Source: an optimization exercise on an open RTL-to-GDS flow (aim: small area, a short achievable clock period and few clock cycles). Production flows keep margins and buffers that such runs may drop.
At most, simulation tests tie the RTL to the original design; equivalence was not proved.
Function not checked in runs 1 and 2: the RTL went through the layout flow alone.
Power figures rest on the tool's default switching activity, not on a simulated workload.

## flow/design.v (module list and top-level ports; edited modules follow where they fit)
// module conv_loader: 15 lines
// module frame_ram: 20 lines
// module conv_fa: 11 lines
// module conv_ha: 10 lines
// module conv_wmask: 8 lines
// module conv_engine: 2876 lines
// module conv2d_top: 170 lines
module conv2d_top
(
    input  logic        i_clk,
    input  logic        i_rst,
    input  logic [9:0]  i_pix,      
    input  logic [9:0]  i_wgt,      
    output logic [26:0] o_out,      
    output logic        o_busy
);
  // ...
==> flow/flow/run.sh <==
#!/bin/bash
set -euo pipefail
export BUFFER_PORTS_ARGS="-buffer_cell sky130_fd_sc_hd__buf_2"
export SETUP_SLACK_MARGIN=5.3
bash standard.sh > standard.log 2>&1
==> flow/standard.sh <==
#!/bin/bash
# synth_recipe.tcl (not shown) runs the flow's synth.tcl, then flattens the netlist and writes it again
# the make line also repeats each setting of config.mk as NAME=value (left out here)
make -C /OpenROAD-flow-scripts/flow DESIGN_CONFIG=/design/flow/config.mk WORK_HOME=/design/flow/orfs CLKGATE_MAP_FILE= SYNTH_SCRIPT=/design/flow/synth_recipe.tcl "${@:-finish}"
==> flow/config.mk <==
export PLATFORM = sky130hd
export DESIGN_NAME = conv2d_top
export DESIGN_NICKNAME = conv2d_top
export VERILOG_FILES = /design/flow/design.v
export SDC_FILE = /design/flow/constraint.sdc
export NUM_CORES = 4
export LEC_CHECK = 0
export CAP_MARGIN = 20
export CORE_MARGIN = 2
export CORE_UTILIZATION = 60
export CTS_CLUSTER_DIAMETER = 90
export CTS_CLUSTER_SIZE = 26
export PLACE_DENSITY = 0.7
export SLEW_MARGIN = 20
export SYNTH_HIERARCHICAL = 1
export SYNTH_MINIMUM_KEEP_SIZE = 0
==> flow/constraint.sdc <==
create_clock -name core_clock -period 8.0 [get_ports {i_clk}]
set_input_delay 1.6000 -clock core_clock [delete_from_list [all_inputs] [get_ports {i_clk}]]
set_output_delay 1.6000 -clock core_clock [all_outputs]
set_load 0.01 [all_outputs]
==> impl_summary.txt, run 1 <==
----------------------------------------------------
[Cells and area]
  Area growth from synthesis to layout ... 7.68%
  Number of antenna cells inserted ... 0
  Layout cells sized above 1 ... 10.9%
  Non-Filler Instances ... 2771
  Commonest non-fill, non-tap cells in the layout ... sky130_fd_sc_hd__fa_1, sky130_fd_sc_hd__nand2_1, sky130_fd_sc_hd__dfxtp_1, sky130_fd_sc_hd__edfxtp_1, sky130_fd_sc_hd__and2_1
  Area taken by multi-input logic gates ... 0.0156 sq mm
  Reg with most FFs ... u_ram.slot
  Clock-cell share ... 3.17%
  Multi-input gate share of total cell area ... 49.2%
  Design Area, Final ... 0.0317 sq mm

[Placed design]
  Final HPWL from detailed placement ... 62700 microns
  Buffers added on ports ... 47
  Routability congestion estimate ... 0.969

[Power]
  Switching share of power ... 33.0%
  Proportion of power drawn by flip-flops and latches ... 47.3%
  Static leakage ... 10.5 nW

[Timing]
  Total negative setup slack ... 0 ns
  Post-route minimum period ... 2.72 ns
  Final Hold Fails ... 0
  Final-report setup violation count ... 0
  F_max ... 368 MHz
  Worst hold slack across all endpoints ... 0.333 ns

[Worst setup path]
  Critical path launch point type ... register
  Number of buffer and inverter instances along the worst setup path ... 1
  Terminus of the critical flop-to-flop path ... u_engine.q3_s1270
  Flop-to-flop setup slack ... 5.33 ns
  Worst path required time ... 6.40 ns
  CP Data Arrival Time ... 1.12 ns
  Family with the most delay on the worst path ... flip-flops

[Clock tree]
  Number of instances resized during post-cts repair ... 104
  Count of buffers added by post-CTS timing repair for setup ... 8

[Global routing]
  Met2 Use GR ... 50.3%
  Global routing's busiest layer ... met2
  Maximum number of pins on one net before global-route repair ... 73
  Met3 Use GR ... 7.97%

[Floorplanning]
  Die Area ... 0.0508 sq mm
  Number of placement rows ... 81

[Run status]
  Status ... timing/DRC/antenna clean

[Synth]
  Syn_area_per_cell ... 14.0 sq um
  Nets in the synthesized netlist ... 2703

----------------------------------------------------
==> module frame_ram, before the edit <==
module frame_ram
(
    input  logic                         i_clk,
    input  logic [conv_pkg::PIX_BW-1:0]  i_pix,      
    input  logic [conv_pkg::LB_LEN-1:0]  i_en,       
    output logic [conv_pkg::LB_LEN*conv_pkg::PIX_BW-1:0] o_slots
);
    logic [conv_pkg::PIX_BW-1:0] slot [conv_pkg::LB_LEN];
    always_ff @(posedge i_clk)
    begin
        if (i_en[0])
            slot[0] <= i_pix;
        for (int j = 1; j < conv_pkg::LB_LEN; j++)
            if (i_en[j])
                slot[j] <= slot[j-1];
    end
    always_comb
        for (int j = 0; j < conv_pkg::LB_LEN; j++)
            o_slots[j*conv_pkg::PIX_BW +: conv_pkg::PIX_BW] = slot[j];
endmodule
==> module conv2d_top, before the edit <==
module conv2d_top
(
    input  logic        i_clk,
    input  logic        i_rst,
    input  logic [9:0]  i_pix,      
    input  logic [9:0]  i_wgt,      
    output logic [26:0] o_out,      
    output logic        o_busy
);
    localparam int LB = conv_pkg::LB_LEN;
    logic       in_pix;             
    logic       in_wgt;             
    logic [7:0] in_d;
    logic       busy_q;
    logic       take;
    logic [5:0] pix_pos;            
    logic [5:0] out_pos;            
    logic       tail;               
    logic [3:0] tail_n;             
    logic       step_pix;           
    logic       step;               
    logic       produce;            
    logic       wgt_go;             
    logic [LB-1:0] lb_en;
    logic [LB*8-1:0] slots;
    logic [71:0] kernel;
    logic [71:0] win;
    logic [8:0]  keep;
    logic signed [conv_pkg::SUM_BW-1:0] sum;
    logic        out_valid;
    logic        out_last;
    logic signed [conv_pkg::SUM_BW-1:0] out_data;
    assign take     = !busy_q && (i_pix[9] || i_wgt[9]);
    assign step_pix = in_pix;
    assign step     = in_pix || tail;
    assign wgt_go   = in_wgt && (!tail || tail_n_done);
    logic in_wgt_n;
    logic tail_n_done;
    assign tail_n_done = tail && (tail_n == 4'd9);
    always_comb
    begin
        if (take)
            in_wgt_n = i_wgt[9];
        else
            in_wgt_n = in_wgt && !wgt_go;
    end
    always_ff @(posedge i_clk)
    begin
        if (i_rst)
        begin
            in_pix <= 1'b0;
            in_wgt <= 1'b0;
            busy_q <= 1'b0;
        end
        else
        begin
            in_pix <= take && i_pix[9];
            in_wgt <= in_wgt_n;
            busy_q <= in_wgt_n && ((tail && tail_n < 4'd8) || (step_pix && pix_pos == 6'd63));
        end
    end
    always_ff @(posedge i_clk)
    begin
        if (!busy_q)
            in_d <= i_pix[9] ? i_pix[7:0] : i_wgt[7:0];
    end
    assign o_busy = busy_q;
    assign produce = tail || (step_pix && pix_pos >= 6'd9);
    always_ff @(posedge i_clk)
    begin
        if (i_rst)
        begin
            pix_pos <= '0;
            out_pos <= '0;
            tail    <= 1'b0;
            tail_n  <= '0;
        end
        else
        begin
            if (step_pix)
                pix_pos <= pix_pos + 1'b1;
            if (produce)
                out_pos <= out_pos + 1'b1;
            if (step_pix && pix_pos == 6'd63)
            begin
                tail   <= 1'b1;
                tail_n <= 4'd1;
            end
            else if (tail)
            begin
                tail   <= !tail_n_done;
                tail_n <= tail_n + 1'b1;
            end
        end
    end
    always_comb
        for (int j = 0; j < LB; j++)
            lb_en[j] = step_pix || (tail && (j >= tail_n));
    frame_ram u_ram
    (
        .i_clk   (i_clk),
        .i_pix   (in_d),
        .i_en    (lb_en),
        .o_slots (slots)
    );
    conv_loader u_loader
    (
        .i_clk    (i_clk),
        .i_shift  (wgt_go),
        .i_wgt    (in_d),
        .o_kernel (kernel)
    );
    logic [5:0] out_pos_n;
    logic top, bot, lft, rgt;
    assign out_pos_n = i_rst ? 6'd0 : out_pos + {5'd0, produce};
    assign top = out_pos_n[5:3] == 3'd0;
    assign bot = out_pos_n[5:3] == 3'd7;
    assign lft = out_pos_n[2:0] == 3'd0;
    assign rgt = out_pos_n[2:0] == 3'd7;
    always_ff @(posedge i_clk)
    begin
        keep[0] <= !top && !lft;
        keep[1] <= !top;
        keep[2] <= !top && !rgt;
        keep[3] <= !lft;
        keep[5] <= !rgt;
        keep[6] <= !bot && !lft;
        keep[7] <= !bot;
        keep[8] <= !bot && !rgt;
    end
    assign keep[4] = 1'b1;
    logic [(LB+1)*8-1:0] wpos;      
    assign wpos = {slots, in_d};
    always_comb
    begin
        win[0*8 +: 8] = wpos[18*8 +: 8];
        win[1*8 +: 8] = wpos[17*8 +: 8];
        win[2*8 +: 8] = wpos[16*8 +: 8];
        win[3*8 +: 8] = wpos[10*8 +: 8];
        win[4*8 +: 8] = wpos[ 9*8 +: 8];
        win[5*8 +: 8] = wpos[ 8*8 +: 8];
        win[6*8 +: 8] = wpos[ 2*8 +: 8];
        win[7*8 +: 8] = wpos[ 1*8 +: 8];
        win[8*8 +: 8] = wpos[ 0*8 +: 8];
    end
    conv_engine u_engine
    (
        .i_clk    (i_clk),
        .i_win    (win),
        .i_keep   (keep),
        .i_kernel (kernel),
        .o_sum    (sum)
    );
    logic v_pipe [conv_pkg::ENG_LAT+1];
    logic l_pipe [conv_pkg::ENG_LAT+1];
    assign v_pipe[0] = produce;
    assign l_pipe[0] = produce && out_pos == 6'd63;
    always_ff @(posedge i_clk)
    begin
        for (int i = 1; i <= conv_pkg::ENG_LAT; i++)
        begin
            v_pipe[i] <= i_rst ? 1'b0 : v_pipe[i-1];
            l_pipe[i] <= l_pipe[i-1];
        end
        out_valid <= i_rst ? 1'b0 : v_pipe[conv_pkg::ENG_LAT];
        out_last  <= l_pipe[conv_pkg::ENG_LAT];
        out_data  <= sum;
    end
    assign o_out = {out_valid, out_last, {(conv_pkg::ACC_BW-conv_pkg::SUM_BW){out_data[conv_pkg::SUM_BW-1]}}, out_data};
endmodule
==> run 2: changes to the inputs <==
--- a/flow/design.v
+++ b/flow/design.v
@@ -19,32 +19,68 @@
     logic [conv_pkg::KER_TAPS*conv_pkg::WGT_BW-1:0] ker_q;
     always_ff @(posedge i_clk)
     begin
         if (i_shift)
             ker_q <= {i_wgt, ker_q[conv_pkg::KER_TAPS*conv_pkg::WGT_BW-1:conv_pkg::WGT_BW]};
     end
     assign o_kernel = ker_q;
 endmodule
+module conv_mux8
+(
+    input  logic       i_s,
+    input  logic [7:0] i_a,
+    input  logic [7:0] i_b,
+    output logic [7:0] o_y
+);
+    assign o_y = i_s ? i_a : i_b;
+endmodule
 module frame_ram
 (
     input  logic                         i_clk,
     input  logic [conv_pkg::PIX_BW-1:0]  i_pix,      
     input  logic [conv_pkg::LB_LEN-1:0]  i_en,       
     output logic [conv_pkg::LB_LEN*conv_pkg::PIX_BW-1:0] o_slots
 );
-    logic [conv_pkg::PIX_BW-1:0] slot [conv_pkg::LB_LEN];
-    always_ff @(posedge i_clk)
-    begin
-        if (i_en[0])
-            slot[0] <= i_pix;
-        for (int j = 1; j < conv_pkg::LB_LEN; j++)
-            if (i_en[j])
-                slot[j] <= slot[j-1];
-    end
+    localparam logic [conv_pkg::LB_LEN-1:0] WIN = 18'b11_1000_0011_1000_0011;
+    logic [conv_pkg::LB_LEN-1:0][conv_pkg::PIX_BW-1:0] slot;
+    genvar g;
+    generate
+        for (g = 0; g < conv_pkg::LB_LEN; g++)
+        begin : g_slot
+            logic [conv_pkg::PIX_BW-1:0] prev;
+            if (g == 0)
+            begin : g_first
+                assign prev = i_pix;
+            end
+            else
+            begin : g_next
+                assign prev = slot[g-1];
+            end
+            if (WIN[g])
+            begin : g_win
+                logic [conv_pkg::PIX_BW-1:0] nxt;
+                conv_mux8 u_mux
+                (
+                    .i_s (i_en[g]),
+                    .i_a (prev),
+                    .i_b (slot[g]),
+                    .o_y (nxt)
+                );
+                always_ff @(posedge i_clk)
+                    slot[g] <= nxt;
+            end
+            else
+            begin : g_store
+                always_ff @(posedge i_clk)
+                    if (i_en[g])
+                        slot[g] <= prev;
+            end
+        end
+    endgenerate
     always_comb
         for (int j = 0; j < conv_pkg::LB_LEN; j++)
             o_slots[j*conv_pkg::PIX_BW +: conv_pkg::PIX_BW] = slot[j];
 endmodule
 module conv_fa
 (
     input  logic i_a,
     input  logic i_b,
@@ -1361,83 +1397,16 @@
     logic s1598, c1599;
     logic s1600, c1601;
     logic s1602, c1603;
     logic s1604, c1605;
     logic s1606, c1607;
     logic s1608, c1609;
     logic s1610, c1611;
     logic s1612, c1613;
-    logic q6_q3_s960;
-    logic q6_s1382;
-    logic q6_s1494;
-    logic q6_s1564;
-    logic q6_c1565;
-    logic q6_s1566;
-    logic q6_s1500;
-    logic q6_c1567;
-    logic q6_s1568;
-    logic q6_s1502;
-    logic q6_s1504;
-    logic q6_c1569;
-    logic q6_s1570;
-    logic q6_s1572;
-    logic q6_c1571;
-    logic q6_c1573;
-    logic q6_s1574;
-    logic q6_s1576;
-    logic q6_s1514;
-    logic q6_s1516;
-    logic q6_c1575;
-    logic q6_c1577;
-    logic q6_s1578;
-    logic q6_s1580;
-    logic q6_s1582;
-    logic q6_c1579;
-    logic q6_c1581;
-    logic q6_c1583;
-    logic q6_s1584;
-    logic q6_s1586;
-    logic q6_s1588;
-    logic q6_s1532;
-    logic q6_c1585;
-    logic q6_c1587;
-    logic q6_c1589;
-    logic q6_s1590;
-    logic q6_s1592;
-    logic q6_s1538;
-    logic q6_s1540;
-    logic q6_c1591;
-    logic q6_c1593;
-    logic q6_s1594;
-    logic q6_s1596;
-    logic q6_s1598;
-    logic q6_c1595;
-    logic q6_c1597;
-    logic q6_c1599;
-    logic q6_s1600;
-    logic q6_s1602;
-    logic q6_s1552;
-    logic q6_c1601;
-    logic q6_c1603;
-    logic q6_s1604;
-    logic q6_s1606;
-    logic q6_c1605;
-    logic q6_c1607;
-    logic q6_s1608;
-    logic q6_s1558;
-    logic q6_s1560;
-    logic q6_c1609;
-    logic q6_s1610;
-    logic q6_c1561;
-    logic q6_s1562;
-    logic q6_c1611;
-    logic q6_s1612;
-    logic q6_c1613;
-    logic q6_c1493;
     logic s1614, c1615;
     logic s1616, c1617;
     logic s1618, c1619;
     logic s1620, c1621;
     logic s1622, c1623;
     logic s1624, c1625;
     logic s1626, c1627;
     logic s1628, c1629;
@@ -1445,16 +1414,67 @@
     logic s1632, c1633;
     logic s1634, c1635;
     logic s1636, c1637;
     logic s1638, c1639;
     logic s1640, c1641;
     logic s1642, c1643;
     logic s1644, c1645;
     logic s1646, c1647;
+    logic q7_q3_s960;
+    logic q7_s1382;
+    logic q7_s1494;
+    logic q7_s1564;
+    logic q7_s1614;
+    logic q7_c1615;
+    logic q7_s1616;
+    logic q7_s1568;
+    logic q7_c1617;
+    logic q7_s1618;
+    logic q7_c1619;
+    logic q7_s1620;
+    logic q7_s1622;
+    logic q7_c1621;
+    logic q7_c1623;
+    logic q7_s1624;
+    logic q7_s1580;
+    logic q7_s1582;
+    logic q7_c1625;
+    logic q7_s1626;
+    logic q7_s1628;
+    logic q7_s1588;
+    logic q7_c1627;
+    logic q7_c1629;
+    logic q7_s1630;
+    logic q7_s1632;
+    logic q7_s1592;
+    logic q7_c1631;
+    logic q7_c1633;
+    logic q7_s1634;
+    logic q7_s1596;
+    logic q7_s1598;
+    logic q7_c1635;
+    logic q7_s1636;
+    logic q7_s1638;
+    logic q7_c1637;
+    logic q7_c1639;
+    logic q7_s1640;
+    logic q7_s1606;
+    logic q7_c1641;
+    logic q7_s1642;
+    logic q7_c1607;
+    logic q7_s1608;
+    logic q7_c1643;
+    logic q7_s1644;
+    logic q7_s1610;
+    logic q7_c1645;
+    logic q7_c1611;
+    logic q7_s1612;
+    logic q7_s1646;
+    logic q7_c1647;
     logic s1648, c1649;
     logic s1650, c1651;
     logic s1652, c1653;
     logic s1654, c1655;
     logic s1656, c1657;
     logic s1658, c1659;
     logic s1660, c1661;
     logic s1662, c1663;
@@ -1463,55 +1483,53 @@
     logic s1668, c1669;
     logic s1670, c1671;
     logic s1672, c1673;
     logic s1674, c1675;
     logic s1676, c1677;
     logic s1678, c1679;
     logic s1680, c1681;
     logic s1682, c1683;
-    logic q9_q6_q3_s960;
-    logic q9_q6_s1382;
-    logic q9_q6_s1494;
-    logic q9_q6_s1564;
-    logic q9_s1614;
-    logic q9_s1648;
-    logic q9_s1670;
-    logic q9_c1671;
-    logic q9_s1650;
-    logic q9_s1672;
-    logic q9_s1652;
-    logic q9_c1673;
-    logic q9_s1674;
-    logic q9_c1675;
-    logic q9_s1676;
-    logic q9_s1656;
-    logic q9_c1677;
-    logic q9_s1678;
-    logic q9_s1658;
-    logic q9_c1679;
-    logic q9_c1659;
-    logic q9_s1660;
-    logic q9_s1680;
-    logic q9_c1681;
-    logic q9_s1682;
-    logic q9_c1683;
-    logic q9_c1665;
-    logic q9_s1666;
-    logic q9_c1667;
-    logic q9_s1668;
-    logic q9_s1646;
-    logic q9_c1669;
-    logic q9_c1647;
     logic s1684, c1685;
     logic s1686, c1687;
     logic s1688, c1689;
     logic s1690, c1691;
     logic s1692, c1693;
     logic s1694, c1695;
+    logic q10_q7_q3_s960;
+    logic q10_q7_s1382;
+    logic q10_q7_s1494;
+    logic q10_q7_s1564;
+    logic q10_q7_s1614;
+    logic q10_s1648;
+    logic q10_s1670;
+    logic q10_s1650;
+    logic q10_c1671;
+    logic q10_s1652;
+    logic q10_s1672;
+    logic q10_c1673;
+    logic q10_s1674;
+    logic q10_s1684;
+    logic q10_s1676;
+    logic q10_c1685;
+    logic q10_s1686;
+    logic q10_c1687;
+    logic q10_s1688;
+    logic q10_c1689;
+    logic q10_s1680;
+    logic q10_c1681;
+    logic q10_s1682;
+    logic q10_s1690;
+    logic q10_c1683;
+    logic q10_c1691;
+    logic q10_s1692;
+    logic q10_c1693;
+    logic q10_s1694;
+    logic q10_c1695;
+    logic q10_q7_c1647;
     conv_wmask u_wm0 (.i_w(i_kernel[7:0]), .i_k(i_keep[0]), .o_w(wk0));
     assign pp0 = ~(i_win[0] & wk0[0]);
     assign pp1 = ~(i_win[0] & wk0[1]);
     assign pp2 = ~(i_win[0] & wk0[2]);
     assign pp3 = ~(i_win[0] & wk0[3]);
     assign pp4 = ~(i_win[0] & wk0[4]);
     assign pp5 = ~(i_win[0] & wk0[5]);
     assign pp6 = ~(i_win[0] & wk0[6]);
@@ -2797,161 +2815,143 @@
     conv_fa u_s1598 (.i_a(s1542), .i_b(s1544), .i_c(s1546), .o_s(s1598), .o_c(c1599));
     conv_fa u_s1600 (.i_a(s1478), .i_b(c1543), .i_c(c1545), .o_s(s1600), .o_c(c1601));
     conv_fa u_s1602 (.i_a(c1547), .i_b(s1548), .i_c(s1550), .o_s(s1602), .o_c(c1603));
     conv_fa u_s1604 (.i_a(s1484), .i_b(c1549), .i_c(c1551), .o_s(s1604), .o_c(c1605));
     conv_fa u_s1606 (.i_a(c1553), .i_b(s1554), .i_c(s1556), .o_s(s1606), .o_c(c1607));
     conv_fa u_s1608 (.i_a(s1488), .i_b(c1555), .i_c(c1557), .o_s(s1608), .o_c(c1609));
     conv_fa u_s1610 (.i_a(c1489), .i_b(s1490), .i_c(c1559), .o_s(s1610), .o_c(c1611));
     conv_fa u_s1612 (.i_a(c1491), .i_b(s1492), .i_c(c1563), .o_s(s1612), .o_c(c1613));
-    always_ff @(posedge i_clk) q6_q3_s960 <= q3_s960;
-    always_ff @(posedge i_clk) q6_s1382 <= s1382;
-    always_ff @(posedge i_clk) q6_s1494 <= s1494;
-    always_ff @(posedge i_clk) q6_s1564 <= s1564;
-    always_ff @(posedge i_clk) q6_c1565 <= c1565;
-    always_ff @(posedge i_clk) q6_s1566 <= s1566;
-    always_ff @(posedge i_clk) q6_s1500 <= s1500;
-    always_ff @(posedge i_clk) q6_c1567 <= c1567;
-    always_ff @(posedge i_clk) q6_s1568 <= s1568;
-    always_ff @(posedge i_clk) q6_s1502 <= s1502;
-    always_ff @(posedge i_clk) q6_s1504 <= s1504;
-    always_ff @(posedge i_clk) q6_c1569 <= c1569;
-    always_ff @(posedge i_clk) q6_s1570 <= s1570;
-    always_ff @(posedge i_clk) q6_s1572 <= s1572;
-    always_ff @(posedge i_clk) q6_c1571 <= c1571;
-    always_ff @(posedge i_clk) q6_c1573 <= c1573;
-    always_ff @(posedge i_clk) q6_s1574 <= s1574;
-    always_ff @(posedge i_clk) q6_s1576 <= s1576;
-    always_ff @(posedge i_clk) q6_s1514 <= s1514;
-    always_ff @(posedge i_clk) q6_s1516 <= s1516;
-    always_ff @(posedge i_clk) q6_c1575 <= c1575;
-    always_ff @(posedge i_clk) q6_c1577 <= c1577;
-    always_ff @(posedge i_clk) q6_s1578 <= s1578;
-    always_ff @(posedge i_clk) q6_s1580 <= s1580;
-    always_ff @(posedge i_clk) q6_s1582 <= s1582;
-    always_ff @(posedge i_clk) q6_c1579 <= c1579;
-    always_ff @(posedge i_clk) q6_c1581 <= c1581;
-    always_ff @(posedge i_clk) q6_c1583 <= c1583;
-    always_ff @(posedge i_clk) q6_s1584 <= s1584;
-    always_ff @(posedge i_clk) q6_s1586 <= s1586;
-    always_ff @(posedge i_clk) q6_s1588 <= s1588;
-    always_ff @(posedge i_clk) q6_s1532 <= s1532;
-    always_ff @(posedge i_clk) q6_c1585 <= c1585;
-    always_ff @(posedge i_clk) q6_c1587 <= c1587;
-    always_ff @(posedge i_clk) q6_c1589 <= c1589;
-    always_ff @(posedge i_clk) q6_s1590 <= s1590;
-    always_ff @(posedge i_clk) q6_s1592 <= s1592;
-    always_ff @(posedge i_clk) q6_s1538 <= s1538;
-    always_ff @(posedge i_clk) q6_s1540 <= s1540;
-    always_ff @(posedge i_clk) q6_c1591 <= c1591;
-    always_ff @(posedge i_clk) q6_c1593 <= c1593;
-    always_ff @(posedge i_clk) q6_s1594 <= s1594;
-    always_ff @(posedge i_clk) q6_s1596 <= s1596;
-    always_ff @(posedge i_clk) q6_s1598 <= s1598;
-    always_ff @(posedge i_clk) q6_c1595 <= c1595;
-    always_ff @(posedge i_clk) q6_c1597 <= c1597;
-    always_ff @(posedge i_clk) q6_c1599 <= c1599;
-    always_ff @(posedge i_clk) q6_s1600 <= s1600;
-    always_ff @(posedge i_clk) q6_s1602 <= s1602;
-    always_ff @(posedge i_clk) q6_s1552 <= s1552;
-    always_ff @(posedge i_clk) q6_c1601 <= c1601;
-    always_ff @(posedge i_clk) q6_c1603 <= c1603;
-    always_ff @(posedge i_clk) q6_s1604 <= s1604;
-    always_ff @(posedge i_clk) q6_s1606 <= s1606;
-    always_ff @(posedge i_clk) q6_c1605 <= c1605;
-    always_ff @(posedge i_clk) q6_c1607 <= c1607;
-    always_ff @(posedge i_clk) q6_s1608 <= s1608;
-    always_ff @(posedge i_clk) q6_s1558 <= s1558;
-    always_ff @(posedge i_clk) q6_s1560 <= s1560;
-    always_ff @(posedge i_clk) q6_c1609 <= c1609;
-    always_ff @(posedge i_clk) q6_s1610 <= s1610;
-    always_ff @(posedge i_clk) q6_c1561 <= c1561;
-    always_ff @(posedge i_clk) q6_s1562 <= s1562;
-    always_ff @(posedge i_clk) q6_c1611 <= c1611;
-    always_ff @(posedge i_clk) q6_s1612 <= s1612;
-    always_ff @(posedge i_clk) q6_c1613 <= c1613;
-    always_ff @(posedge i_clk) q6_c1493 <= c1493;
-    conv_fa u_s1614 (.i_a(q6_c1565), .i_b(q6_s1566), .i_c(q6_s1500), .o_s(s1614), .o_c(c1615));
-    conv_fa u_s1616 (.i_a(q6_c1567), .i_b(q6_s1568), .i_c(q6_s1502), .o_s(s1616), .o_c(c1617));
-    conv_fa u_s1618 (.i_a(q6_c1569), .i_b(q6_s1570), .i_c(q6_s1572), .o_s(s1618), .o_c(c1619));
-    conv_fa u_s1620 (.i_a(q6_c1571), .i_b(q6_c1573), .i_c(q6_s1574), .o_s(s1620), .o_c(c1621));
-    conv_fa u_s1622 (.i_a(q6_s1576), .i_b(q6_s1514), .i_c(q6_s1516), .o_s(s1622), .o_c(c1623));
-    conv_fa u_s1624 (.i_a(q6_c1575), .i_b(q6_c1577), .i_c(q6_s1578), .o_s(s1624), .o_c(c1625));
-    conv_fa u_s1626 (.i_a(q6_c1579), .i_b(q6_c1581), .i_c(q6_c1583), .o_s(s1626), .o_c(c1627));
-    conv_fa u_s1628 (.i_a(q6_s1584), .i_b(q6_s1586), .i_c(q6_s1588), .o_s(s1628), .o_c(c1629));
-    conv_fa u_s1630 (.i_a(q6_c1585), .i_b(q6_c1587), .i_c(q6_c1589), .o_s(s1630), .o_c(c1631));
-    conv_fa u_s1632 (.i_a(q6_s1590), .i_b(q6_s1592), .i_c(q6_s1538), .o_s(s1632), .o_c(c1633));
-    conv_fa u_s1634 (.i_a(q6_c1591), .i_b(q6_c1593), .i_c(q6_s1594), .o_s(s1634), .o_c(c1635));
-    conv_fa u_s1636 (.i_a(q6_c1595), .i_b(q6_c1597), .i_c(q6_c1599), .o_s(s1636), .o_c(c1637));
-    conv_fa u_s1638 (.i_a(q6_s1600), .i_b(q6_s1602), .i_c(q6_s1552), .o_s(s1638), .o_c(c1639));
-    conv_fa u_s1640 (.i_a(q6_c1601), .i_b(q6_c1603), .i_c(q6_s1604), .o_s(s1640), .o_c(c1641));
-    conv_fa u_s1642 (.i_a(q6_c1605), .i_b(q6_c1607), .i_c(q6_s1608), .o_s(s1642), .o_c(c1643));
-    conv_fa u_s1644 (.i_a(q6_c1609), .i_b(q6_s1610), .i_c(q6_c1561), .o_s(s1644), .o_c(c1645));
-    assign s1646 = ~(q6_c1613 ^ q6_c1493);
-    assign c1647 = q6_c1613 | q6_c1493;
-    conv_fa u_s1648 (.i_a(q6_s1504), .i_b(c1615), .i_c(s1616), .o_s(s1648), .o_c(c1649));
-    conv_fa u_s1650 (.i_a(c1619), .i_b(s1620), .i_c(s1622), .o_s(s1650), .o_c(c1651));
-    conv_fa u_s1652 (.i_a(q6_s1580), .i_b(q6_s1582), .i_c(c1621), .o_s(s1652), .o_c(c1653));
-    conv_fa u_s1654 (.i_a(q6_s1532), .i_b(c1625), .i_c(s1626), .o_s(s1654), .o_c(c1655));
-    conv_fa u_s1656 (.i_a(q6_s1540), .i_b(c1627), .i_c(c1629), .o_s(s1656), .o_c(c1657));
-    conv_fa u_s1658 (.i_a(q6_s1596), .i_b(q6_s1598), .i_c(c1631), .o_s(s1658), .o_c(c1659));
-    conv_fa u_s1660 (.i_a(c1635), .i_b(s1636), .i_c(s1638), .o_s(s1660), .o_c(c1661));
-    conv_fa u_s1662 (.i_a(q6_s1606), .i_b(c1637), .i_c(c1639), .o_s(s1662), .o_c(c1663));
-    conv_fa u_s1664 (.i_a(q6_s1558), .i_b(q6_s1560), .i_c(c1641), .o_s(s1664), .o_c(c1665));
-    conv_fa u_s1666 (.i_a(q6_s1562), .i_b(c1643), .i_c(s1644), .o_s(s1666), .o_c(c1667));
-    conv_fa u_s1668 (.i_a(q6_c1611), .i_b(q6_s1612), .i_c(c1645), .o_s(s1668), .o_c(c1669));
-    conv_fa u_s1670 (.i_a(c1617), .i_b(s1618), .i_c(c1649), .o_s(s1670), .o_c(c1671));
-    conv_fa u_s1672 (.i_a(c1623), .i_b(s1624), .i_c(c1651), .o_s(s1672), .o_c(c1673));
-    conv_fa u_s1674 (.i_a(s1628), .i_b(c1653), .i_c(s1654), .o_s(s1674), .o_c(c1675));
-    conv_fa u_s1676 (.i_a(s1630), .i_b(s1632), .i_c(c1655), .o_s(s1676), .o_c(c1677));
-    conv_fa u_s1678 (.i_a(c1633), .i_b(s1634), .i_c(c1657), .o_s(s1678), .o_c(c1679));
-    conv_fa u_s1680 (.i_a(s1640), .i_b(c1661), .i_c(s1662), .o_s(s1680), .o_c(c1681));
-    conv_fa u_s1682 (.i_a(s1642), .i_b(c1663), .i_c(s1664), .o_s(s1682), .o_c(c1683));
-    always_ff @(posedge i_clk) q9_q6_q3_s960 <= q6_q3_s960;
-    always_ff @(posedge i_clk) q9_q6_s1382 <= q6_s1382;
-    always_ff @(posedge i_clk) q9_q6_s1494 <= q6_s1494;
-    always_ff @(posedge i_clk) q9_q6_s1564 <= q6_s1564;
-    always_ff @(posedge i_clk) q9_s1614 <= s1614;
-    always_ff @(posedge i_clk) q9_s1648 <= s1648;
-    always_ff @(posedge i_clk) q9_s1670 <= s1670;
-    always_ff @(posedge i_clk) q9_c1671 <= c1671;
-    always_ff @(posedge i_clk) q9_s1650 <= s1650;
-    always_ff @(posedge i_clk) q9_s1672 <= s1672;
-    always_ff @(posedge i_clk) q9_s1652 <= s1652;
-    always_ff @(posedge i_clk) q9_c1673 <= c1673;
-    always_ff @(posedge i_clk) q9_s1674 <= s1674;
-    always_ff @(posedge i_clk) q9_c1675 <= c1675;
-    always_ff @(posedge i_clk) q9_s1676 <= s1676;
-    always_ff @(posedge i_clk) q9_s1656 <= s1656;
-    always_ff @(posedge i_clk) q9_c1677 <= c1677;
-    always_ff @(posedge i_clk) q9_s1678 <= s1678;
-    always_ff @(posedge i_clk) q9_s1658 <= s1658;
-    always_ff @(posedge i_clk) q9_c1679 <= c1679;
-    always_ff @(posedge i_clk) q9_c1659 <= c1659;
-    always_ff @(posedge i_clk) q9_s1660 <= s1660;
-    always_ff @(posedge i_clk) q9_s1680 <= s1680;
-    always_ff @(posedge i_clk) q9_c1681 <= c1681;
-    always_ff @(posedge i_clk) q9_s1682 <= s1682;
-    always_ff @(posedge i_clk) q9_c1683 <= c1683;
-    always_ff @(posedge i_clk) q9_c1665 <= c1665;
-    always_ff @(posedge i_clk) q9_s1666 <= s1666;
-    always_ff @(posedge i_clk) q9_c1667 <= c1667;
-    always_ff @(posedge i_clk) q9_s1668 <= s1668;
-    always_ff @(posedge i_clk) q9_s1646 <= s1646;
-    always_ff @(posedge i_clk) q9_c1669 <= c1669;
-    always_ff @(posedge i_clk) q9_c1647 <= c1647;
-    conv_ha u_s1684 (.i_a(q9_c1675), .i_b(q9_s1676), .o_s(s1684), .o_c(c1685));
-    conv_fa u_s1686 (.i_a(q9_c1677), .i_b(q9_s1678), .i_c(q9_s1658), .o_s(s1686), .o_c(c1687));
-    conv_fa u_s1688 (.i_a(q9_c1679), .i_b(q9_c1659), .i_c(q9_s1660), .o_s(s1688), .o_c(c1689));
-    conv_ha u_s1690 (.i_a(q9_c1683), .i_b(q9_c1665), .o_s(s1690), .o_c(c1691));
-    conv_ha u_s1692 (.i_a(q9_c1667), .i_b(q9_s1668), .o_s(s1692), .o_c(c1693));
-    conv_ha u_s1694 (.i_a(q9_s1646), .i_b(q9_c1669), .o_s(s1694), .o_c(c1695));
+    conv_fa u_s1614 (.i_a(s1500), .i_b(c1565), .i_c(s1566), .o_s(s1614), .o_c(c1615));
+    conv_fa u_s1616 (.i_a(s1502), .i_b(s1504), .i_c(c1567), .o_s(s1616), .o_c(c1617));
+    conv_fa u_s1618 (.i_a(c1569), .i_b(s1570), .i_c(s1572), .o_s(s1618), .o_c(c1619));
+    conv_fa u_s1620 (.i_a(s1514), .i_b(s1516), .i_c(c1571), .o_s(s1620), .o_c(c1621));
+    conv_fa u_s1622 (.i_a(c1573), .i_b(s1574), .i_c(s1576), .o_s(s1622), .o_c(c1623));
+    conv_fa u_s1624 (.i_a(c1575), .i_b(c1577), .i_c(s1578), .o_s(s1624), .o_c(c1625));
+    conv_fa u_s1626 (.i_a(s1532), .i_b(c1579), .i_c(c1581), .o_s(s1626), .o_c(c1627));
+    conv_fa u_s1628 (.i_a(c1583), .i_b(s1584), .i_c(s1586), .o_s(s1628), .o_c(c1629));
+    conv_fa u_s1630 (.i_a(s1538), .i_b(s1540), .i_c(c1585), .o_s(s1630), .o_c(c1631));
+    conv_fa u_s1632 (.i_a(c1587), .i_b(c1589), .i_c(s1590), .o_s(s1632), .o_c(c1633));
+    conv_fa u_s1634 (.i_a(c1591), .i_b(c1593), .i_c(s1594), .o_s(s1634), .o_c(c1635));
+    conv_fa u_s1636 (.i_a(s1552), .i_b(c1595), .i_c(c1597), .o_s(s1636), .o_c(c1637));
+    conv_fa u_s1638 (.i_a(c1599), .i_b(s1600), .i_c(s1602), .o_s(s1638), .o_c(c1639));
+    conv_fa u_s1640 (.i_a(c1601), .i_b(c1603), .i_c(s1604), .o_s(s1640), .o_c(c1641));
+    conv_fa u_s1642 (.i_a(s1558), .i_b(s1560), .i_c(c1605), .o_s(s1642), .o_c(c1643));
+    conv_fa u_s1644 (.i_a(c1561), .i_b(s1562), .i_c(c1609), .o_s(s1644), .o_c(c1645));
+    assign s1646 = ~(c1493 ^ c1613);
+    assign c1647 = c1493 | c1613;
+    always_ff @(posedge i_clk) q7_q3_s960 <= q3_s960;
+    always_ff @(posedge i_clk) q7_s1382 <= s1382;
+    always_ff @(posedge i_clk) q7_s1494 <= s1494;
+    always_ff @(posedge i_clk) q7_s1564 <= s1564;
+    always_ff @(posedge i_clk) q7_s1614 <= s1614;
+    always_ff @(posedge i_clk) q7_c1615 <= c1615;
+    always_ff @(posedge i_clk) q7_s1616 <= s1616;
+    always_ff @(posedge i_clk) q7_s1568 <= s1568;
+    always_ff @(posedge i_clk) q7_c1617 <= c1617;
+    always_ff @(posedge i_clk) q7_s1618 <= s1618;
+    always_ff @(posedge i_clk) q7_c1619 <= c1619;
+    always_ff @(posedge i_clk) q7_s1620 <= s1620;
+    always_ff @(posedge i_clk) q7_s1622 <= s1622;
+    always_ff @(posedge i_clk) q7_c1621 <= c1621;
+    always_ff @(posedge i_clk) q7_c1623 <= c1623;
+    always_ff @(posedge i_clk) q7_s1624 <= s1624;
+    always_ff @(posedge i_clk) q7_s1580 <= s1580;
+    always_ff @(posedge i_clk) q7_s1582 <= s1582;
+    always_ff @(posedge i_clk) q7_c1625 <= c1625;
+    always_ff @(posedge i_clk) q7_s1626 <= s1626;
+    always_ff @(posedge i_clk) q7_s1628 <= s1628;
+    always_ff @(posedge i_clk) q7_s1588 <= s1588;
+    always_ff @(posedge i_clk) q7_c1627 <= c1627;
+    always_ff @(posedge i_clk) q7_c1629 <= c1629;
+    always_ff @(posedge i_clk) q7_s1630 <= s1630;
+    always_ff @(posedge i_clk) q7_s1632 <= s1632;
+    always_ff @(posedge i_clk) q7_s1592 <= s1592;
+    always_ff @(posedge i_clk) q7_c1631 <= c1631;
+    always_ff @(posedge i_clk) q7_c1633 <= c1633;
+    always_ff @(posedge i_clk) q7_s1634 <= s1634;
+    always_ff @(posedge i_clk) q7_s1596 <= s1596;
+    always_ff @(posedge i_clk) q7_s1598 <= s1598;
+    always_ff @(posedge i_clk) q7_c1635 <= c1635;
+    always_ff @(posedge i_clk) q7_s1636 <= s1636;
+    always_ff @(posedge i_clk) q7_s1638 <= s1638;
+    always_ff @(posedge i_clk) q7_c1637 <= c1637;
+    always_ff @(posedge i_clk) q7_c1639 <= c1639;
+    always_ff @(posedge i_clk) q7_s1640 <= s1640;
+    always_ff @(posedge i_clk) q7_s1606 <= s1606;
+    always_ff @(posedge i_clk) q7_c1641 <= c1641;
+    always_ff @(posedge i_clk) q7_s1642 <= s1642;
+    always_ff @(posedge i_clk) q7_c1607 <= c1607;
+    always_ff @(posedge i_clk) q7_s1608 <= s1608;
+    always_ff @(posedge i_clk) q7_c1643 <= c1643;
+    always_ff @(posedge i_clk) q7_s1644 <= s1644;
+    always_ff @(posedge i_clk) q7_s1610 <= s1610;
+    always_ff @(posedge i_clk) q7_c1645 <= c1645;
+    always_ff @(posedge i_clk) q7_c1611 <= c1611;
+    always_ff @(posedge i_clk) q7_s1612 <= s1612;
+    always_ff @(posedge i_clk) q7_s1646 <= s1646;
+    always_ff @(posedge i_clk) q7_c1647 <= c1647;
+    conv_fa u_s1648 (.i_a(q7_c1615), .i_b(q7_s1616), .i_c(q7_s1568), .o_s(s1648), .o_c(c1649));
+    conv_fa u_s1650 (.i_a(q7_c1619), .i_b(q7_s1620), .i_c(q7_s1622), .o_s(s1650), .o_c(c1651));
+    conv_fa u_s1652 (.i_a(q7_c1621), .i_b(q7_c1623), .i_c(q7_s1624), .o_s(s1652), .o_c(c1653));
+    conv_fa u_s1654 (.i_a(q7_c1625), .i_b(q7_s1626), .i_c(q7_s1628), .o_s(s1654), .o_c(c1655));
+    conv_fa u_s1656 (.i_a(q7_c1627), .i_b(q7_c1629), .i_c(q7_s1630), .o_s(s1656), .o_c(c1657));
+    conv_fa u_s1658 (.i_a(q7_c1631), .i_b(q7_c1633), .i_c(q7_s1634), .o_s(s1658), .o_c(c1659));
+    conv_fa u_s1660 (.i_a(q7_c1635), .i_b(q7_s1636), .i_c(q7_s1638), .o_s(s1660), .o_c(c1661));
+    conv_fa u_s1662 (.i_a(q7_c1637), .i_b(q7_c1639), .i_c(q7_s1640), .o_s(s1662), .o_c(c1663));
+    conv_fa u_s1664 (.i_a(q7_c1641), .i_b(q7_s1642), .i_c(q7_c1607), .o_s(s1664), .o_c(c1665));
+    conv_fa u_s1666 (.i_a(q7_c1643), .i_b(q7_s1644), .i_c(q7_s1610), .o_s(s1666), .o_c(c1667));
+    conv_fa u_s1668 (.i_a(q7_c1645), .i_b(q7_c1611), .i_c(q7_s1612), .o_s(s1668), .o_c(c1669));
+    conv_fa u_s1670 (.i_a(q7_c1617), .i_b(q7_s1618), .i_c(c1649), .o_s(s1670), .o_c(c1671));
+    conv_fa u_s1672 (.i_a(q7_s1580), .i_b(q7_s1582), .i_c(c1651), .o_s(s1672), .o_c(c1673));
+    conv_fa u_s1674 (.i_a(q7_s1588), .i_b(c1653), .i_c(s1654), .o_s(s1674), .o_c(c1675));
+    conv_fa u_s1676 (.i_a(q7_s1632), .i_b(q7_s1592), .i_c(c1655), .o_s(s1676), .o_c(c1677));
+    conv_fa u_s1678 (.i_a(q7_s1596), .i_b(q7_s1598), .i_c(c1657), .o_s(s1678), .o_c(c1679));
+    conv_fa u_s1680 (.i_a(q7_s1606), .i_b(c1661), .i_c(s1662), .o_s(s1680), .o_c(c1681));
+    conv_fa u_s1682 (.i_a(q7_s1608), .i_b(c1663), .i_c(s1664), .o_s(s1682), .o_c(c1683));
+    conv_ha u_s1684 (.i_a(s1656), .i_b(c1675), .o_s(s1684), .o_c(c1685));
+    conv_fa u_s1686 (.i_a(s1658), .i_b(c1677), .i_c(s1678), .o_s(s1686), .o_c(c1687));
+    conv_fa u_s1688 (.i_a(c1659), .i_b(s1660), .i_c(c1679), .o_s(s1688), .o_c(c1689));
+    conv_ha u_s1690 (.i_a(c1665), .i_b(s1666), .o_s(s1690), .o_c(c1691));
+    conv_ha u_s1692 (.i_a(c1667), .i_b(s1668), .o_s(s1692), .o_c(c1693));
+    conv_ha u_s1694 (.i_a(q7_s1646), .i_b(c1669), .o_s(s1694), .o_c(c1695));
+    always_ff @(posedge i_clk) q10_q7_q3_s960 <= q7_q3_s960;
+    always_ff @(posedge i_clk) q10_q7_s1382 <= q7_s1382;
+    always_ff @(posedge i_clk) q10_q7_s1494 <= q7_s1494;
+    always_ff @(posedge i_clk) q10_q7_s1564 <= q7_s1564;
+    always_ff @(posedge i_clk) q10_q7_s1614 <= q7_s1614;
+    always_ff @(posedge i_clk) q10_s1648 <= s1648;
+    always_ff @(posedge i_clk) q10_s1670 <= s1670;
+    always_ff @(posedge i_clk) q10_s1650 <= s1650;
+    always_ff @(posedge i_clk) q10_c1671 <= c1671;
+    always_ff @(posedge i_clk) q10_s1652 <= s1652;
+    always_ff @(posedge i_clk) q10_s1672 <= s1672;
+    always_ff @(posedge i_clk) q10_c1673 <= c1673;
+    always_ff @(posedge i_clk) q10_s1674 <= s1674;
+    always_ff @(posedge i_clk) q10_s1684 <= s1684;
+    always_ff @(posedge i_clk) q10_s1676 <= s1676;
+    always_ff @(posedge i_clk) q10_c1685 <= c1685;
+    always_ff @(posedge i_clk) q10_s1686 <= s1686;
+    always_ff @(posedge i_clk) q10_c1687 <= c1687;
+    always_ff @(posedge i_clk) q10_s1688 <= s1688;
+    always_ff @(posedge i_clk) q10_c1689 <= c1689;
+    always_ff @(posedge i_clk) q10_s1680 <= s1680;
+    always_ff @(posedge i_clk) q10_c1681 <= c1681;
+    always_ff @(posedge i_clk) q10_s1682 <= s1682;
+    always_ff @(posedge i_clk) q10_s1690 <= s1690;
+    always_ff @(posedge i_clk) q10_c1683 <= c1683;
+    always_ff @(posedge i_clk) q10_c1691 <= c1691;
+    always_ff @(posedge i_clk) q10_s1692 <= s1692;
+    always_ff @(posedge i_clk) q10_c1693 <= c1693;
+    always_ff @(posedge i_clk) q10_s1694 <= s1694;
+    always_ff @(posedge i_clk) q10_c1695 <= c1695;
+    always_ff @(posedge i_clk) q10_q7_c1647 <= q7_c1647;
     logic [19:0] row_a, row_b;
-    assign row_a = {1'b1, c1695, c1693, c1691, s1690, q9_c1681, c1689, c1687, c1685, s1684, q9_c1673, q9_s1672, q9_c1671, q9_s1670, q9_s1648, q9_s1614, q9_q6_s1564, q9_q6_s1494, q9_q6_s1382, q9_q6_q3_s960};
-    assign row_b = {1'b0, q9_c1647, s1694, s1692, q9_s1666, q9_s1682, q9_s1680, s1688, s1686, q9_s1656, q9_s1674, q9_s1652, q9_s1650, 1'b0, 1'b0, 1'b0, 1'b0, 1'b0, 1'b0, 1'b0};
+    assign row_a = {1'b1, q10_c1695, q10_c1693, q10_c1691, q10_s1690, q10_c1681, q10_c1689, q10_c1687, q10_c1685, q10_s1684, q10_c1673, q10_s1652, q10_s1650, q10_s1670, q10_s1648, q10_q7_s1614, q10_q7_s1564, q10_q7_s1494, q10_q7_s1382, q10_q7_q3_s960};
+    assign row_b = {1'b0, q10_q7_c1647, q10_s1694, q10_s1692, q10_c1683, q10_s1682, q10_s1680, q10_s1688, q10_s1686, q10_s1676, q10_s1674, q10_s1672, q10_c1671, 1'b0, 1'b0, 1'b0, 1'b0, 1'b0, 1'b0, 1'b0};
     assign o_sum = ~(row_a + row_b);
 endmodule
 module conv2d_top
 (
     input  logic        i_clk,
     input  logic        i_rst,
     input  logic [9:0]  i_pix,      
     input  logic [9:0]  i_wgt,      
@@ -3005,21 +3005,26 @@
         end
         else
         begin
             in_pix <= take && i_pix[9];
             in_wgt <= in_wgt_n;
             busy_q <= in_wgt_n && ((tail && tail_n < 4'd8) || (step_pix && pix_pos == 6'd63));
         end
     end
+    logic [7:0] in_d_nxt;
+    conv_mux8 u_in_mux
+    (
+        .i_s (busy_q),
+        .i_a (in_d),
+        .i_b (i_pix[9] ? i_pix[7:0] : i_wgt[7:0]),
+        .o_y (in_d_nxt)
+    );
     always_ff @(posedge i_clk)
-    begin
-        if (!busy_q)
-            in_d <= i_pix[9] ? i_pix[7:0] : i_wgt[7:0];
-    end
+        in_d <= in_d_nxt;
     assign o_busy = busy_q;
     assign produce = tail || (step_pix && pix_pos >= 6'd9);
     always_ff @(posedge i_clk)
     begin
         if (i_rst)
         begin
             pix_pos <= '0;
             out_pos <= '0;
==> run 2 against run 1 <==
Net effect: via count grew 2.8%; synthesized area grew 0.33%; fmax shrank 0.48%; utilization shrank 0.28 points; global-route usage grew 0.16 points; count of clock-buffer cells in the layout shrank 3; largest power group unchanged; highest routed layer is now met5.
==> impl_summary.txt, run 2 <==
----------------------------------------------------
[Timing]
  Total negative setup slack ... 0 ns (unchanged)
  Tightest slew margin relative to the limit ... 32.4% (was 31.3%)
  F_max ... 366 MHz (was 368 MHz)
  Layout Skew ... 0.0247 ns (was 0.0238 ns)
  Setup repair after global routing missed its margin ... true (unchanged)
  Tcrit/Tclk final ... 34.2% (was 34.0%)
  Transition time at the pin with the least slew margin ... 1.01 ns (was 1.03 ns)
  Worst hold slack across all endpoints ... 0.331 ns (was 0.333 ns)
  Final-report setup violation count ... 0 (unchanged)
  Post-route minimum period ... 2.73 ns (was 2.72 ns)
  Final Hold Fails ... 0 (unchanged)
  Number of pins exceeding their max-slew limit in the final report ... 0 (unchanged)

[Synth]
  Syn_area_per_cell ... 13.6 sq um (was 14.0 sq um)
  Nets in the synthesized netlist ... 2772 (was 2703)
  Gate count after technology mapping ... 2168 (was 2099)
  Number of warnings issued by yosys ... 13 (was 14)
  Netlist area before placement ... 0.0295 sq mm (was 0.0294 sq mm)

[Detailed routing]
  Detailed Routing Iterations Pass 1 ... 8 (was 5)
  DRC violations left ... 0 (unchanged)
  Total Wirelength ... 78400 microns (was 77500 microns)
  Total number of vias ... 16600 (was 16100)
  Antenna viol nets, final ... 0 (unchanged)
  Average detailed-routed wire length per instance ... 27.5 microns (was 28.0 microns)
  Initial detailed-routing violation count ... 1537 (was 1263)
  Avg Vias per Cell ... 5.81 (was 5.82)

[Worst setup path]
  Worst path required time ... 6.40 ns (about the same)
  Max Fanout on Critical Path ... 6 (unchanged)
  Critical path launch point type ... register (unchanged)
  Launch point of the worst path ... out_data[19] (unchanged)
  CP Data Arrival Time ... 1.13 ns (was 1.12 ns)
  Family with the most delay on the worst path ... flip-flops (unchanged)
  Number of buffer and inverter instances along the worst setup path ... 1 (unchanged)
  Terminus of the critical flop-to-flop path ... u_engine.q3_s1366 (was u_engine.q3_s1270)
  Crit path cell chain ... buf_2 (unchanged)
  Kind of end point of the critical path ... output port (unchanged)
  Launching point of the worst reg2reg path ... u_ram.slot[125] (was u_ram.slot[7][6])
  Flop-to-flop setup slack ... 5.30 ns (was 5.33 ns)
  Crit-path slowest cell ... sky130_fd_sc_hd__dfxtp_4 (unchanged)
  Stage delay of the slowest cell on the critical path ... 0.38 ns (was 0.36 ns)
  Worst Reg-to-Reg Cells ... 4 (unchanged)
  Worst setup path category ... register to output port (unchanged)

[Cells and area]
  Largest regs ... u_ram.slot (144), u_loader.ker_q (72), out_data (20) (unchanged)
  Most common cell after layout, fill and taps aside ... sky130_fd_sc_hd__fa_1 (unchanged)
  Area growth from synthesis to layout ... 7.08% (was 7.68%)
  Layout cells sized above 1 ... 14.5% (was 10.9%)
  Max FFs per register ... 144 (unchanged)
  Reg with most FFs ... u_ram.slot (unchanged)
  Design Area, Final ... 0.0316 sq mm (was 0.0317 sq mm)
  Util after Layout ... 64.8% (was 65.1%)
  Count of nets after finishing ... 2771 (was 2733)
  Layout fillers ... 3561 (was 3604)
  Commonest non-fill, non-tap cells in the layout ... sky130_fd_sc_hd__fa_1, sky130_fd_sc_hd__nand2_1, sky130_fd_sc_hd__dfxtp_1, sky130_fd_sc_hd__edfxtp_1, sky130_fd_sc_hd__and2_1 (unchanged)

[Placed design]
  Routability congestion estimate ... 0.982 (was 0.969)
  Buffers added on ports ... 47 (unchanged)
  Area of placed instances ... 0.0302 sq mm (was 0.0301 sq mm)
  Final HPWL from detailed placement ... 62500 microns (was 62700 microns)

[Job]
  Number of max-cap violations ... 0 (unchanged)

[Clock tree]
  Clock transition time at the flip-flop clock pins of the worst setup and hold paths ... 0.09 ns (was 0.10 ns)
  Root buf cell ... sky130_fd_sc_hd__clkbuf_16 (unchanged)
  TritonCTS clock tree ... done (unchanged)
  Sinks on Clock Net ... 544 (was 562)
  Bufs on Longest Clock Path ... 3 (unchanged)
  Clock network latency to the later pin of the worst-skew pair ... 0.63 ns (was 0.62 ns)
  Clock H-tree levels ... 1 (unchanged)
  Number of CTS-inserted buffers ... 30 (unchanged)

[Run status]
  Status ... timing/DRC/antenna clean (unchanged)

[Global routing]
  Number of antenna violations at the first check in global routing ... 5 (was 7)
  Maximum number of pins on one net before global-route repair ... 73 (unchanged)
  GR Layer Usage met1 ... 44.7% (was 46.3%)
  Global routing's busiest layer ... met2 (unchanged)
  Via count of the first global-routing pass ... 17900 (was 17800)
  Leftover overflow at the end of global routing ... 0 (unchanged)
  Wire length of the first global-routing pass ... 117000 microns (was 115000 microns)
  Met3 Use GR ... 10.1% (was 7.97%)
  Met2 Use GR ... 50.8% (was 50.3%)
  All-Layer GR Usage ... 32.6% (was 32.4%)

[Min path]
  Worst min-delay path startpoint ... u_engine.q7_s1382 (was u_engine.q3_s960)
  Cell count of the worst hold path ... 0 (unchanged)
  WHS Endpoint ... u_engine.q10_q7_s1382 (was u_engine.q6_q3_s960)
  Path class of the lowest-slack min-delay path ... register to register (unchanged)

[Floorplanning]
  Effective utilization at floorplan ... 60.5% (about the same)
  Core region area ... 0.0487 sq mm (was 0.0486 sq mm)
  Die span in x ... 226 microns (was 225 microns)
  Y dimension of the die ... 226 microns (was 225 microns)
  Die Area ... 0.0510 sq mm (was 0.0508 sq mm)
  I/O pin count ... 50 (unchanged)
  Number of placement rows ... 81 (unchanged)

[Power]
  Pwr Density ... 311 mW/mm^2 (was 257 mW/mm^2)
  Static leakage ... 10.6 nW (was 10.5 nW)
  IR drop worst, VDD ... 0.204 mV (was 0.189 mV)

----------------------------------------------------
## run 2: changes by cell type in the layout (fill, tap and decap cells not counted), sizes merged, moves of 11 or more
cell | before | now
dfxtp | 338 | 392
edfxtp | 224 | 152
a21o | 16 | 4
buf | 76 | 56
nand2 | 511 | 522
mux2 | 11 | 84
## run 2: power breakdown
group	switching (mW)	internal [mW]	total, mW
Combinational	2.02	1.74	3.76
Sequential	0.686	3.59	4.27
Clock	0.990	0.816	1.81
Total	3.70	6.14	9.84
## run 2: what timing repair did
| item | in CTS | in global routing |
|---|---|---|
| hold endpoints to repair | 0 | 0 |
| buffers inserted | 2 | 4 |
| hold buffers | 0 | 0 |
| resized for setup | 105 | 59 |
| pin swaps | 1 | 4 |
| setup endpoints to repair | 166 | 71 |
## run 2: stage by stage
step	std cells	setup WS (ns)	power [mW]
2_1_floorplan	2168	5.38	6.31
3_5_place_dp	2793	4.96	8.03
4_1_cts	2846	5.24	9.84
3_3_place_gp	2793	5.00	7.89
6_report	2853	5.27	9.84
5_1_grt	2850	5.23	10.5
## run 2: worst max-delay path by stage
stage | endpoint | slack, ns | cells past startpoint
global placement | u_engine.q3_s1268 | 5.00 | 5
detailed placement | u_engine.q3_s1260 | 4.96 | 5
floorplan | in_d[0] | 5.38 | 3
finish | o_out[22] | 5.27 | 1
global route | o_out[24] | 5.23 | 1
CTS | o_out[23] | 5.24 | 1
## run 2: layout make-up
cell class / count / area [sq um] / share of cell area [%]
Antenna cell: 3 / 7.51 / 0.0238
Clock buffer: 38 / 812 / 2.57
Clock inverter: 13 / 239 / 0.756
Inverter: 52 / 195 / 0.618
Multi-Input combinational cell: 1483 / 16700 / 52.8
Sequential cell: 544 / 12500 / 39.5
Tap cell: 664 / 831 / 2.63
Timing Repair Buffer: 56 / 365 / 1.16
## run 2: layer usage
layer  share of wire (%)  vias up
met2                  46      826
met3                  11      165
met1                  40     8746
met5               0.064        -
met4                 3.0        8
li1                    -     6828
==> run 3: changes to the inputs <==
--- a/flow/design.v
+++ b/flow/design.v
@@ -24,15 +24,6 @@
     end
     assign o_kernel = ker_q;
 endmodule
-module conv_mux8
-(
-    input  logic       i_s,
-    input  logic [7:0] i_a,
-    input  logic [7:0] i_b,
-    output logic [7:0] o_y
-);
-    assign o_y = i_s ? i_a : i_b;
-endmodule
 module frame_ram
 (
     input  logic                         i_clk,
@@ -40,42 +31,15 @@
     input  logic [conv_pkg::LB_LEN-1:0]  i_en,       
     output logic [conv_pkg::LB_LEN*conv_pkg::PIX_BW-1:0] o_slots
 );
-    localparam logic [conv_pkg::LB_LEN-1:0] WIN = 18'b11_1000_0011_1000_0011;
-    logic [conv_pkg::LB_LEN-1:0][conv_pkg::PIX_BW-1:0] slot;
-    genvar g;
-    generate
-        for (g = 0; g < conv_pkg::LB_LEN; g++)
-        begin : g_slot
-            logic [conv_pkg::PIX_BW-1:0] prev;
-            if (g == 0)
-            begin : g_first
-                assign prev = i_pix;
-            end
-            else
-            begin : g_next
-                assign prev = slot[g-1];
-            end
-            if (WIN[g])
-            begin : g_win
-                logic [conv_pkg::PIX_BW-1:0] nxt;
-                conv_mux8 u_mux
-                (
-                    .i_s (i_en[g]),
-                    .i_a (prev),
-                    .i_b (slot[g]),
-                    .o_y (nxt)
-                );
-                always_ff @(posedge i_clk)
-                    slot[g] <= nxt;
-            end
-            else
-            begin : g_store
-                always_ff @(posedge i_clk)
-                    if (i_en[g])
-                        slot[g] <= prev;
-            end
-        end
-    endgenerate
+    logic [conv_pkg::PIX_BW-1:0] slot [conv_pkg::LB_LEN];
+    always_ff @(posedge i_clk)
+    begin
+        if (i_en[0])
+            slot[0] <= i_pix;
+        for (int j = 1; j < conv_pkg::LB_LEN; j++)
+            if (i_en[j])
+                slot[j] <= slot[j-1];
+    end
     always_comb
         for (int j = 0; j < conv_pkg::LB_LEN; j++)
             o_slots[j*conv_pkg::PIX_BW +: conv_pkg::PIX_BW] = slot[j];
@@ -3010,16 +2974,11 @@
             busy_q <= in_wgt_n && ((tail && tail_n < 4'd8) || (step_pix && pix_pos == 6'd63));
         end
     end
-    logic [7:0] in_d_nxt;
-    conv_mux8 u_in_mux
-    (
-        .i_s (busy_q),
-        .i_a (in_d),
-        .i_b (i_pix[9] ? i_pix[7:0] : i_wgt[7:0]),
-        .o_y (in_d_nxt)
-    );
     always_ff @(posedge i_clk)
-        in_d <= in_d_nxt;
+    begin
+        if (!busy_q)
+            in_d <= i_pix[9] ? i_pix[7:0] : i_wgt[7:0];
+    end
     assign o_busy = busy_q;
     assign produce = tail || (step_pix && pix_pos >= 6'd9);
     always_ff @(posedge i_clk)
--- a/flow/config.mk
+++ b/flow/config.mk
@@ -7,10 +7,10 @@
 export LEC_CHECK = 0
 export CAP_MARGIN = 20
 export CORE_MARGIN = 2
-export CORE_UTILIZATION = 60
+export CORE_UTILIZATION = 70
 export CTS_CLUSTER_DIAMETER = 90
 export CTS_CLUSTER_SIZE = 26
-export PLACE_DENSITY = 0.7
+export PLACE_DENSITY = 0.8
 export SLEW_MARGIN = 20
 export SYNTH_HIERARCHICAL = 1
 export SYNTH_MINIMUM_KEEP_SIZE = 0
==> run 3 against run 2 <==
Net effect: sequential share of layout area is 3.0 points higher; register-to-register slack got worse by 0.03 ns; combinational power down 35%; non-clock buffer count up 31; global-route usage up 4.5 points; die area shrank 15%; synthesized cell count is 4.1% lower; cell count fell by 6.6%; setup slack improved by 0.0012 ns; sequential cell count is the same.
==> impl_summary.txt, run 3 <==
----------------------------------------------------
[Run status]
  Status ... timing/DRC/antenna clean (unchanged)

[Synth]
  Netlist area before placement ... 0.0290 sq mm (was 0.0295 sq mm)
  Syn_area_per_cell ... 14.0 sq um (was 13.6 sq um)
  Gate count after technology mapping ... 2079 (was 2168)
  Number of warnings issued by yosys ... 14 (was 13)
  Nets in the synthesized netlist ... 2683 (was 2772)

[Timing]
  F_max ... 366 MHz (about the same)
  Final-report setup violation count ... 0 (unchanged)
  Setup repair after global routing missed its margin ... true (unchanged)
  Tightest slew margin relative to the limit ... 32.0% (was 32.4%)
  Final Hold Fails ... 0 (unchanged)
  Post-route minimum period ... 2.73 ns (about the same)
  Tcrit/Tclk final ... 34.2% (about the same)
  Number of pins exceeding their max-slew limit in the final report ... 0 (unchanged)
  Layout Skew ... 0.0345 ns (was 0.0247 ns)
  Transition time at the pin with the least slew margin ... 1.02 ns (was 1.01 ns)
  Total negative setup slack ... 0 ns (unchanged)

[Detailed routing]
  Total number of vias ... 16600 (about the same)
  Avg Vias per Cell ... 6.24 (was 5.81)
  Average detailed-routed wire length per instance ... 28.7 microns (was 27.5 microns)
  DRC violations left ... 0 (unchanged)
  Detailed Routing Iterations Pass 1 ... 5 (was 8)
  Initial detailed-routing violation count ... 2213 (was 1537)
  Total Wirelength ... 76500 microns (was 78400 microns)
  Antenna viol nets, final ... 0 (unchanged)

[Min path]
  Cell count of the worst hold path ... 0 (unchanged)
  Path class of the lowest-slack min-delay path ... register to register (unchanged)

[Cells and area]
  Count of nets after finishing ... 2720 (was 2771)
  Max FFs per register ... 144 (unchanged)
  Reg with most FFs ... u_ram.slot (unchanged)
  Area growth from synthesis to layout ... 6.73% (was 7.08%)
  Largest regs ... u_ram.slot (144), u_loader.ker_q (72), out_data (20) (unchanged)
  Layout cells sized above 1 ... 10.7% (was 14.5%)
  Commonest non-fill, non-tap cells in the layout ... sky130_fd_sc_hd__fa_1, sky130_fd_sc_hd__nand2_1, sky130_fd_sc_hd__dfxtp_1, sky130_fd_sc_hd__edfxtp_1, sky130_fd_sc_hd__and2_1 (unchanged)
  Util after Layout ... 75.7% (was 64.8%)
  Area taken by multi-input logic gates ... 0.0155 sq mm (was 0.0167 sq mm)
  Most common cell after layout, fill and taps aside ... sky130_fd_sc_hd__fa_1 (unchanged)
  Layout fillers ... 2530 (was 3561)
  Seq. cell area ... 0.0132 sq mm (was 0.0125 sq mm)

[Global routing]
  Via count of the first global-routing pass ... 17900 (about the same)
  Maximum number of pins on one net before global-route repair ... 73 (unchanged)
  Wire length of the first global-routing pass ... 113000 microns (was 117000 microns)
  Number of antenna violations at the first check in global routing ... 5 (unchanged)
  Leftover overflow at the end of global routing ... 0 (unchanged)
  All-Layer GR Usage ... 37.0% (was 32.6%)

[Floorplanning]
  Die span in x ... 208 microns (was 226 microns)
  I/O pin count ... 50 (unchanged)
  Effective utilization at floorplan ... 71.0% (was 60.5%)
  Y dimension of the die ... 208 microns (was 226 microns)
  Core region area ... 0.0409 sq mm (was 0.0487 sq mm)
  Die Area ... 0.0431 sq mm (was 0.0510 sq mm)
  Number of placement rows ... 74 (was 81)

[Worst setup path]
  Critical path launch point type ... register (unchanged)
  Crit path cell chain ... and2_2 -> nand2_1 -> fa_1 -> fa_1 -> fa_1 (was buf_2)
  CP Data Arrival Time ... 3.19 ns (was 1.13 ns)
  Cell with the most instances on the worst path ... sky130_fd_sc_hd__fa_1
  Worst path required time ... 8.46 ns (was 6.40 ns)
  Kind of end point of the critical path ... register (was output port)
  Worst setup path category ... register to register (was register to output port)
  Max Fanout on Critical Path ... 8 (was 6)
  Stage delay of the slowest cell on the critical path ... 0.59 ns (was 0.38 ns)
  Worst Reg-to-Reg Cells ... 5 (was 4)
  Crit-path slowest cell ... sky130_fd_sc_hd__fa_1 (was sky130_fd_sc_hd__dfxtp_4)

[Clock tree]
  Clock transition time at the flip-flop clock pins of the worst setup and hold paths ... 0.10 ns (was 0.09 ns)
  Root buf cell ... sky130_fd_sc_hd__clkbuf_16 (unchanged)
  Sinks on Clock Net ... 544 (unchanged)
  Clock network latency to the later pin of the worst-skew pair ... 0.62 ns (was 0.63 ns)
  Number of CTS-inserted buffers ... 26 (was 30)
  Bufs on Longest Clock Path ... 3 (unchanged)
  Clock H-tree levels ... 1 (unchanged)
  TritonCTS clock tree ... done (unchanged)

[Power]
  Pwr Density ... 247 mW/mm^2 (was 311 mW/mm^2)
  IR drop worst, VDD ... 0.214 mV (was 0.204 mV)
  Power, Total ... 7.66 mW (was 9.84 mW)
  Static leakage ... 10.3 nW (was 10.6 nW)

[Placed design]
  Routability congestion estimate ... 1.06 (was 0.982)
  Final HPWL from detailed placement ... 60600 microns (was 62500 microns)
  Buffers added on ports ... 47 (unchanged)

[Job]
  Number of max-cap violations ... 0 (unchanged)

----------------------------------------------------
==> run 3: cell types whose count changed in the layout (fill, tap and decap cells not counted), sizes merged, moves of 3 or more <==
| cell | previous run | this run |
|---|---|---|
| mux2 | 84 | 11 |
| dfxtp | 392 | 320 |
| edfxtp | 152 | 224 |
| buf | 56 | 87 |
| a21o | 4 | 16 |
| nand2 | 522 | 511 |
| inv | 59 | 55 |
| o21ai | 14 | 10 |
| nor2 | 20 | 17 |
==> run 3: timing repair <==
action,CTS,global route
hold buffers,0,0
pin swaps,1,0
resized for setup,103,20
buffers inserted,17,22
endpoints found under the setup margin,154,39
==> run 3: layout make-up <==
class	instances	area share, %
repair buffers	87	2.11
flip-flops and latches	544	42.4
clock inverters	5	0.291
clock buffers	39	2.26
inverters	52	0.630
diodes	1	0.00807
well taps	532	2.15
multi-input cells	1405	50.1
==> run 3: per-layer routing <==
| metal | global-route usage, % | up-vias | share of wire [%] |
|---|---|---|---|
| li1 | - | 6618 | - |
| met1 | 49.4 | 8514 | 36 |
| met2 | 57.5 | 1245 | 46 |
| met3 | 14.8 | 242 | 15 |
| met4 | 10.6 | 2 | 3.7 |
| met5 | 0 | - | 0.021 |
==> run 3: final timing paths <==
path,start,to,slack (ns)
setup / recovery,keep[6],u_engine.q3_s1254,5.27
hold / removal,u_engine.q7_s1494,u_engine.q10_q7_s1494,0.33
setup reg to reg,keep[6],u_engine.q3_s1254,5.27
hold reg to reg,u_engine.q7_s1494,u_engine.q10_q7_s1494,0.33
==> run 3: power breakdown <==
part           internal, mW  switching [mW]
Clock                 0.633           0.897
Sequential             3.41           0.271
Combinational          1.09            1.36
Total                  5.14            2.53
==> run 3: metrics by stage <==
stage	instance area (sq um)	hold slack [ns]	setup slack, ns	std cells
after floorplan	29000	0.310	5.37	2079
after global placement	29600	0.310	5.06	2581
after detailed placement	29600	0.313	5.02	2581
after CTS	30700	0.335	5.27	2642
after global routing	31000	0.351	5.23	2664
final	31000	0.334	5.27	2665
==> run 3: critical path: cells and delay by family, from the launching register on <==
family	cells	cell delay, ns
flops	1	0.44
simple gates	2	0.48
fa+ha+maj	3	1.65
Testbench counts of run 3, summed over its fixed seeds: cycles 4,688.

## afterwards: timing with drivers on the ports
The results above use ideal ports. As a check the final layouts listed here were re-extracted and re-timed, cells and wires unchanged. Step 1 (the two cells are an assumption about what drives the block):
set clk [get_ports {i_clk}]
set_driving_cell -lib_cell sky130_fd_sc_hd__clkbuf_16 $clk
set_driving_cell -lib_cell sky130_fd_sc_hd__buf_2 [delete_from_list [all_inputs] $clk]
Step 2 also shifts input and output timing later by t, the mid clock arrival at the registers, as if the neighbouring blocks saw the same clock. Slacks: ideal ports / drivers / drivers and shift; pairs: ideal ports / drivers.
| run | shift t [ns] | slack for setup (ns) | latest minus earliest clock arrival (ns) | worst register clock-pin slew, ns |
|---|---|---|---|---|
| run 1 | 0.674 | 5.280 / 5.218 / 5.179 | 0.023 / 0.024 | 0.10 / 0.10 |
| run 2 | 0.681 | 5.267 / 5.207 / 5.183 | 0.026 / 0.026 | 0.10 / 0.10 |
| run 3 | 0.664 | 5.268 / 5.214 / 5.232 | 0.035 / 0.034 | 0.11 / 0.11 |
After both steps setup and hold are still met in every run listed. The setup slack of run 1, which loses most, moves by -0.062 ns with the drivers and by -0.101 ns with both steps.
